From an optimization exercise on the open Yosys and OpenROAD flow, aimed at small area, a short achievable clock period and few clock cycles per item; shortcuts taken in it are not production practice. Only simulation tests tie the RTL to the original design; equivalence was not proved. Power and IR drop assume default switching activity.

==> build 80: inputs <==
==> flow/design.v (excerpt) <==
module cpu_top #(
  parameter int addr_w = 12
) (
  input  logic                       clk,
  input  logic                       rst_n,
  output logic                       io_stall,
  output logic                       mem_req,
  output logic                       mem_we,
  output logic [addr_w:0]            mem_addr,
  output logic [cpu_pkg::data_w-1:0] mem_wdata,
  input  logic                       mem_ack,
  input  logic [cpu_pkg::data_w-1:0] mem_rdata
);
  localparam int dw = cpu_pkg::data_w;
  logic              q_data;    
  logic              q_ld;      
  logic [addr_w-1:0] fa;        
  logic              ir_v;
  logic [15:0]       ir;
  logic              ir_jd;     
  logic              ir_f;      
  logic [dw-1:0]     op_a;      
  logic [dw-1:0]     op_b;      
  logic [15:0]       zr;        
  logic [dw-1:0]     t_a [0:15];    
  logic [dw-1:0]     t_b [0:15];
  logic [dw-1:0]     rd_a, rd_b;
  logic [2:0]        pend;      
  logic              m2;
  logic [3:0]        wb_rt;
  logic [dw-1:0]     cs_x, cs_y, cs_x_d, cs_y_d;
  logic [2:0]        op;
  logic [3:0]        rs, rt, rd;
  logic              is_load, is_store, is_mem, is_alu, is_mul, is_beq, is_jump;
  logic              uses_rs, uses_rt;
  logic [3:0]        w_rs, w_rt;
  logic              w_pnd;
  logic              adv, f_busy, ld_busy, wbusy, hazard, ex, redir, arr, w_jump, w_beqs, w_wait;
  logic [addr_w-1:0] w_tgt;
  ...
make LEC_CHECK=0 CAP_MARGIN=20 CORE_MARGIN=2 CORE_UTILIZATION=40 SETUP_SLACK_MARGIN=4.5 SLEW_MARGIN=20 finish   # period 8.0 ns
run.sh (not shown) runs the stock make flow with config.mk's settings and CLKGATE_MAP_FILE= SYNTH_SCRIPT=/design/flow/synth_recipe.tcl, a recipe that flattens the netlist after the stock synthesis.
==> inputs of build 98, as changes to build 80 <==
--- a/flow/design.v
+++ b/flow/design.v
@@ -46,15 +46,16 @@
   localparam logic region_instr = 1'b0;
   localparam logic region_data  = 1'b1;
 endpackage
 module mul16_cs (
   input  logic [15:0] a,
   input  logic [15:0] b,
   output logic [15:0] x,
-  output logic [15:0] y
+  output logic [15:0] y,
+  output logic [15:0] z
 );
   logic bs1_1;
   logic bs2_2;
   logic bng_3;
   logic pp_4;
   logic pp_5;
   logic pp_6;
@@ -228,42 +229,14 @@
   logic c_174;
   logic s_175;
   logic c_176;
   logic s_177;
   logic c_178;
   logic s_179;
   logic c_180;
-  logic s_181;
-  logic c_182;
-  logic s_183;
-  logic c_184;
-  logic s_185;
-  logic c_186;
-  logic s_187;
-  logic c_188;
-  logic s_189;
-  logic c_190;
-  logic s_191;
-  logic c_192;
-  logic s_193;
-  logic c_194;
-  logic s_195;
-  logic c_196;
-  logic s_197;
-  logic c_198;
-  logic s_199;
-  logic c_200;
-  logic s_201;
-  logic c_202;
-  logic s_203;
-  logic c_204;
-  logic s_205;
-  logic c_206;
-  logic s_207;
-  logic c_208;
   assign bs1_1 = b[0] ^ 1'b0;
   assign bs2_2 = (b[1] & ~b[0] & ~1'b0) | (~b[1] & b[0] & 1'b0);
   assign bng_3 = b[1];
   assign pp_4 = ((bs1_1 & a[0]) | (bs2_2 & 1'b0)) ^ bng_3;
   assign pp_5 = ((bs1_1 & a[1]) | (bs2_2 & a[0])) ^ bng_3;
   assign pp_6 = ((bs1_1 & a[2]) | (bs2_2 & a[1])) ^ bng_3;
   assign pp_7 = ((bs1_1 & a[3]) | (bs2_2 & a[2])) ^ bng_3;
@@ -436,44 +409,17 @@
   assign c_174 = (s_141 & s_143) | (c_138 & (s_141 ^ s_143));
   assign s_175 = s_145 ^ s_147 ^ c_142;
   assign c_176 = (s_145 & s_147) | (c_142 & (s_145 ^ s_147));
   assign s_177 = s_149 ^ s_151 ^ c_146;
   assign c_178 = (s_149 & s_151) | (c_146 & (s_149 ^ s_151));
   assign s_179 = s_153 ^ s_155 ^ c_150;
   assign c_180 = (s_153 & s_155) | (c_150 & (s_153 ^ s_155));
-  assign s_181 = pp_6 ^ pp_23;
-  assign c_182 = pp_6 & pp_23;
-  assign s_183 = pp_7 ^ pp_24;
-  assign c_184 = pp_7 & pp_24;
-  assign s_185 = pp_40 ^ bng_39 ^ s_157;
-  assign c_186 = (pp_40 & bng_39) | (s_157 & (pp_40 ^ bng_39));
-  assign s_187 = pp_41 ^ s_159 ^ c_158;
-  assign c_188 = (pp_41 & s_159) | (c_158 & (pp_41 ^ s_159));
-  assign s_189 = s_121 ^ s_161 ^ c_160;
-  assign c_190 = (s_121 & s_161) | (c_160 & (s_121 ^ s_161));
-  assign s_191 = c_122 ^ s_163 ^ c_162;
-  assign c_192 = (c_122 & s_163) | (c_162 & (c_122 ^ s_163));
-  assign s_193 = c_124 ^ s_165 ^ c_164;
-  assign c_194 = (c_124 & s_165) | (c_164 & (c_124 ^ s_165));
-  assign s_195 = c_128 ^ s_167 ^ c_166;
-  assign c_196 = (c_128 & s_167) | (c_166 & (c_128 ^ s_167));
-  assign s_197 = c_132 ^ s_169 ^ c_168;
-  assign c_198 = (c_132 & s_169) | (c_168 & (c_132 ^ s_169));
-  assign s_199 = c_136 ^ s_171 ^ c_170;
-  assign c_200 = (c_136 & s_171) | (c_170 & (c_136 ^ s_171));
-  assign s_201 = c_140 ^ s_173 ^ c_172;
-  assign c_202 = (c_140 & s_173) | (c_172 & (c_140 ^ s_173));
-  assign s_203 = c_144 ^ s_175 ^ c_174;
-  assign c_204 = (c_144 & s_175) | (c_174 & (c_144 ^ s_175));
-  assign s_205 = c_148 ^ s_177 ^ c_176;
-  assign c_206 = (c_148 & s_177) | (c_176 & (c_148 ^ s_177));
-  assign s_207 = c_152 ^ s_179 ^ c_178;
-  assign c_208 = (c_152 & s_179) | (c_178 & (c_152 ^ s_179));
-  assign x = {s_207, s_205, s_203, s_201, s_199, s_197, s_195, s_193, s_191, s_189, s_187, s_185, s_183, bng_22, pp_5, pp_4};
-  assign y = {c_206, c_204, c_202, c_200, c_198, c_196, c_194, c_192, c_190, c_188, c_186, c_184, c_182, s_181, 1'b0, bng_3};
+  assign x = {c_152, c_148, c_144, c_140, c_136, c_132, c_128, c_124, c_122, s_121, pp_41, pp_40, pp_7, pp_6, pp_5, pp_4};
+  assign y = {s_179, s_177, s_175, s_173, s_171, s_169, s_167, s_165, s_163, s_161, s_159, bng_39, pp_24, pp_23, 1'b0, bng_3};
+  assign z = {c_178, c_176, c_174, c_172, c_170, c_168, c_166, c_164, c_162, c_160, c_158, s_157, 1'b0, bng_22, 1'b0, 1'b0};
 endmodule
 module cpu_top #(
   parameter int addr_w = 12
 ) (
   input  logic                       clk,
   input  logic                       rst_n,
   output logic                       io_stall,
@@ -490,39 +436,41 @@
   logic [addr_w-1:0] fa;        
   logic              ir_v;
   logic [15:0]       ir;
   logic              ir_jd;     
   logic              ir_f;      
   logic [dw-1:0]     op_a;      
   logic [dw-1:0]     op_b;      
-  logic [15:0]       zr;        
+  logic [15:0]       rv;        
   logic [dw-1:0]     t_a [0:15];    
   logic [dw-1:0]     t_b [0:15];
   logic [dw-1:0]     rd_a, rd_b;
   logic [2:0]        pend;      
   logic              m2;
   logic [3:0]        wb_rt;
-  logic [dw-1:0]     cs_x, cs_y, cs_x_d, cs_y_d;
+  logic [dw-1:0]     cs_x, cs_y, cs_z, cs_x_d, cs_y_d, cs_z_d;
+  logic [dw-1:0]     cs_s, cs_c;
   logic [2:0]        op;
   logic [3:0]        rs, rt, rd;
   logic              is_load, is_store, is_mem, is_alu, is_mul, is_beq, is_jump;
   logic              uses_rs, uses_rt;
-  logic [3:0]        w_rs, w_rt;
-  logic              w_pnd;
   logic              adv, f_busy, ld_busy, wbusy, hazard, ex, redir, arr, w_jump, w_beqs, w_wait;
   logic [addr_w-1:0] w_tgt;
   logic              nxt_data, nxt_none, nxt_fetch;
   logic [addr_w-1:0] beq_tgt, fetch_nx, fa_inc;
-  logic [dw-1:0]     alu_out;
+  logic [dw-1:0]     alu_out, alu_sum;
+  logic              alu_sub, alu_lt;
+  logic              ir_sub;    
   logic              ld_wr, alu_wr, wr_en;
   logic [3:0]        wr_idx;
   logic [dw-1:0]     wr_data;
-  logic              a_eq_b, alu_zero, wr_zero;
   logic [3:0]        idx_a, idx_b;
-  logic [2:0]        n_ret;
+  logic              r_e, r_d, r_one, r_two;
+  logic [2:0]        p_dec, p_nxt;
+  logic              io_stall_q;    
   assign op       = ir[15:13];
   assign rs       = ir[12:9];
   assign rt       = ir[8:5];
   assign rd       = ir[4:1];
   assign is_load  = (op == 3'b010);
   assign is_store = (op == 3'b011);
   assign is_mem   = (op[2:1] == 2'b01);
@@ -535,67 +483,52 @@
   assign adv     = mem_ack || !mem_req;
   assign f_busy  = mem_req && !q_data;
   assign ld_busy = q_data && q_ld;
   assign wbusy  = ld_busy || m2;
   assign hazard = wbusy &&
                   (is_alu || (uses_rs && rs == wb_rt) || (uses_rt && rt == wb_rt));
   assign ex     = ir_v && !hazard;
-  assign redir  = ex && !ir_jd && ((is_beq && a_eq_b) || is_jump);
+  assign redir  = ex && !ir_jd && ((is_beq && op_a == op_b) || is_jump);
   assign arr    = mem_ack && f_busy && !redir;
   assign w_jump = (mem_rdata[15:13] == 3'b101);
-  assign w_rs   = mem_rdata[12:9];
-  assign w_rt   = mem_rdata[8:5];
-  assign w_pnd  = (m2 && (wb_rt == w_rs || wb_rt == w_rt)) ||
-                  (ir_v && is_alu && (rd == w_rs || rd == w_rt)) ||
-                  (ir_v && is_load && (rt == w_rs || rt == w_rt));
-  assign w_beqs = (mem_rdata[15:13] == 3'b100) &&
-                  ((w_rs == w_rt) || (zr[w_rs] && zr[w_rt] && !w_pnd));
+  assign w_beqs = (mem_rdata[15:13] == 3'b100) && (mem_rdata[12:9] == mem_rdata[8:5]);
   assign w_tgt  = w_jump ? mem_rdata[12:1] : fa + addr_w'($signed(mem_rdata[4:0])) + addr_w'(1);
   assign w_wait = (mem_rdata[15:14] == 2'b00) ||
                   (mem_rdata[15] ^ mem_rdata[14]) && (mem_rdata[12:9] == rd) ||
                   ((mem_rdata[15:13] == 3'b011) || (mem_rdata[15:13] == 3'b100)) && (mem_rdata[8:5] == rd);
-  always_comb begin
-    case ({op[0], ir[0]})
-      2'b00:   alu_out = op_a + op_b;
-      2'b01:   alu_out = op_a - op_b;
-      default: alu_out = {{(dw-1){1'b0}}, ($signed(op_a) < $signed(op_b))};
-    endcase
-  end
-  mul16_cs u_mul (.a(op_a), .b(op_b), .x(cs_x_d), .y(cs_y_d));
+  assign alu_sub = ir_sub;
+  assign alu_sum = op_a + (op_b ^ {dw{alu_sub}}) + dw'(alu_sub);
+  assign alu_lt  = (op_a[dw-1] ^ op_b[dw-1]) ? op_a[dw-1] : alu_sum[dw-1];
+  assign alu_out = op[0] ? {{(dw-1){1'b0}}, alu_lt} : alu_sum;
+  mul16_cs u_mul (.a(op_a), .b(op_b), .x(cs_x_d), .y(cs_y_d), .z(cs_z_d));
   always_ff @(posedge clk) begin
     cs_x <= cs_x_d;
     cs_y <= cs_y_d;
+    cs_z <= cs_z_d;
   end
+  assign cs_s = cs_x ^ cs_y ^ cs_z;
+  assign cs_c = {(cs_x[dw-2:0] & cs_y[dw-2:0]) | (cs_z[dw-2:0] & (cs_x[dw-2:0] ^ cs_y[dw-2:0])), 1'b0};
   assign ld_wr   = adv && ld_busy;
   assign alu_wr  = adv && ex && is_alu && !is_mul;
   assign wr_en   = ld_wr || m2 || alu_wr;
   assign wr_idx  = (ld_busy || m2) ? wb_rt : rd;
-  assign wr_data = ld_busy ? mem_rdata : m2 ? (cs_x + cs_y) : alu_out;
-  assign a_eq_b = (op_a == op_b);
-  always_comb begin
-    case ({op[0], ir[0]})
-      2'b00:   alu_zero = 1'b0;
-      2'b01:   alu_zero = a_eq_b;
-      default: alu_zero = !($signed(op_a) < $signed(op_b));
-    endcase
-  end
-  assign wr_zero = ld_busy ? (mem_rdata == '0) : !m2 && alu_zero;
+  assign wr_data = ld_busy ? mem_rdata : m2 ? (cs_s + cs_c) : alu_out;
   for (genvar i = 0; i < 16; i++) begin : g_rf
     logic [dw-1:0] q;
     always_ff @(posedge clk) begin
       if (wr_en && wr_idx == 4'(i)) q <= wr_data;
     end
-    assign t_a[i] = q & {dw{!zr[i] && idx_a == 4'(i)}};
-    assign t_b[i] = q & {dw{!zr[i] && idx_b == 4'(i)}};
+    assign t_a[i] = q & {dw{rv[i] && idx_a == 4'(i)}};
+    assign t_b[i] = q & {dw{rv[i] && idx_b == 4'(i)}};
   end
   always_ff @(posedge clk or negedge rst_n) begin
     if (!rst_n) begin
-      zr <= '1;
+      rv <= '0;
     end else if (wr_en) begin
-      zr[wr_idx] <= wr_zero;
+      rv[wr_idx] <= 1'b1;
     end
   end
   always_comb begin
     rd_a = '0;
     rd_b = '0;
     for (int i = 0; i < 16; i++) begin
       rd_a = rd_a | t_a[i];
@@ -636,22 +569,29 @@
         mem_addr  <= {1'b1, op_a[addr_w-1:0] + addr_w'($signed(ir[4:0]))};
         mem_wdata <= op_b;
       end else if (nxt_fetch) begin
         mem_addr  <= {1'b0, fetch_nx};
       end
     end
   end
-  assign n_ret = 3'(adv && ex && !is_mem && !is_mul) + 3'(adv && q_data) + 3'(m2);
+  assign r_e   = adv && ex && !is_mem && !is_mul;
+  assign r_d   = adv && q_data;
+  assign r_one = r_e || r_d || m2;
+  assign r_two = (r_e && r_d) || (r_e && m2) || (r_d && m2);
+  assign p_dec = pend - 3'(pend != 3'd0);
+  assign p_nxt = r_two ? p_dec + 3'd2 : r_one ? p_dec + 3'd1 : p_dec;
   always_ff @(posedge clk or negedge rst_n) begin
     if (!rst_n) begin
       ir_v  <= 1'b0;
       pend  <= '0;
+      io_stall_q <= 1'b1;
       m2    <= 1'b0;
     end else begin
-      pend <= pend - 3'(pend != 3'd0) + n_ret;
+      pend <= p_nxt;
+      io_stall_q <= (p_nxt == 3'd0);
       m2   <= adv && ex && is_mul;
       if (adv) begin
         if (arr) begin
           ir_v <= 1'b1;
         end else if (ex) begin
           ir_v <= 1'b0;
         end
@@ -660,16 +600,17 @@
   end
   always_ff @(posedge clk) begin
     if (adv) begin
       if (nxt_data && is_load) wb_rt <= rt;
       if (ex && is_mul)        wb_rt <= rd;
       if (arr) begin
         ir    <= mem_rdata;
+        ir_sub <= mem_rdata[13] || mem_rdata[0];
         ir_jd <= (w_jump || w_beqs) && nxt_fetch;
         ir_f  <= nxt_fetch;
       end else begin
         ir_f  <= ir_f || nxt_fetch;
       end
     end
   end
-  assign io_stall = (pend == 3'd0);
+  assign io_stall = io_stall_q;
 endmodule
ABC_AREA = 1   (was not set)
CORE_UTILIZATION = 65   (was 40)
==> comparison table <==
                                                                  build 98                  build 80
Total design power                                                 10.4 mW                   11.1 mW
Met2 routing resource usage after global routing                     69.7%                     45.8%
Asr flop ratio synth                                                 8.53%                     8.60%
Cell area after technology mapping                               24800 µm²                 26300 µm²
Seq. cell area                                                   11800 µm²                 11500 µm²
Sequential cell count                                                  422                       407
Cell seen most often among critical-path stages   sky130_fd_sc_hd__nand2_1  sky130_fd_sc_hd__xnor2_1
Fraction of area in clock buffers and inverters                      4.92%                     5.09%
Non-Clock Inverter Count                                               417                       114
Met1 GRT Util                                                        56.2%                     37.2%
Internal power                                                     5.83 mW                   6.60 mW
Initial antenna violation count                                          0                         2
CP Launch Point                                               mem_rdata[7]           op_b[1]$_DFF_P_
Hold Slack                                                        0.502 ns                  0.551 ns
Clock Skews                                                      0.0188 ns                 0.0296 ns
Core occupancy in the finished layout                                75.4%                     49.7%
Clock power frac                                                     19.8%                     20.5%
Number of filler instances in the final layout                        2650                      5713
Comb pwr share                                                       48.4%                     50.9%
Number of nets in the synthesized netlist                             3037                      2672
Outcome                                   no timing/DRC/antenna violations  no timing/DRC/antenna violations
Vias per cell                                                         6.55                      6.58
Testbench counts of build 80, summed over its fixed seeds: cycles 32,621, instrs 24,000.
Testbench counts of build 98, summed over its fixed seeds: cycles 33,391, instrs 24,000.

==> static timing again, ports no longer ideal <==
The flow's constraints put no driver on any port. The routed layouts listed below were extracted and timed again, unchanged, in two steps. Step 1 assumes that a clkbuf_16 drives the clock port and a buf_2 every other input. Step 2 times the ports against the registers' clock, not the clock port: input delays grow and output delays shrink by t, the midpoint of the rising clock arrivals with the driver on. Slacks: ideal ports / drivers / drivers and shift; pairs: ideal ports / drivers.
| run | shift t [ns] | setup slack, ns | pins driven straight from the clock port |
|---|---|---|---|
| build 80 | 0.676 | 4.350 / 4.350 / 3.846 | 1 |
| build 98 | 0.659 | 4.516 / 4.544 / 3.887 | 1 |
After both steps every run listed still meets setup and hold. The setup slack of build 98, which loses most, moves by +0.028 ns with the drivers and by -0.629 ns with both steps.
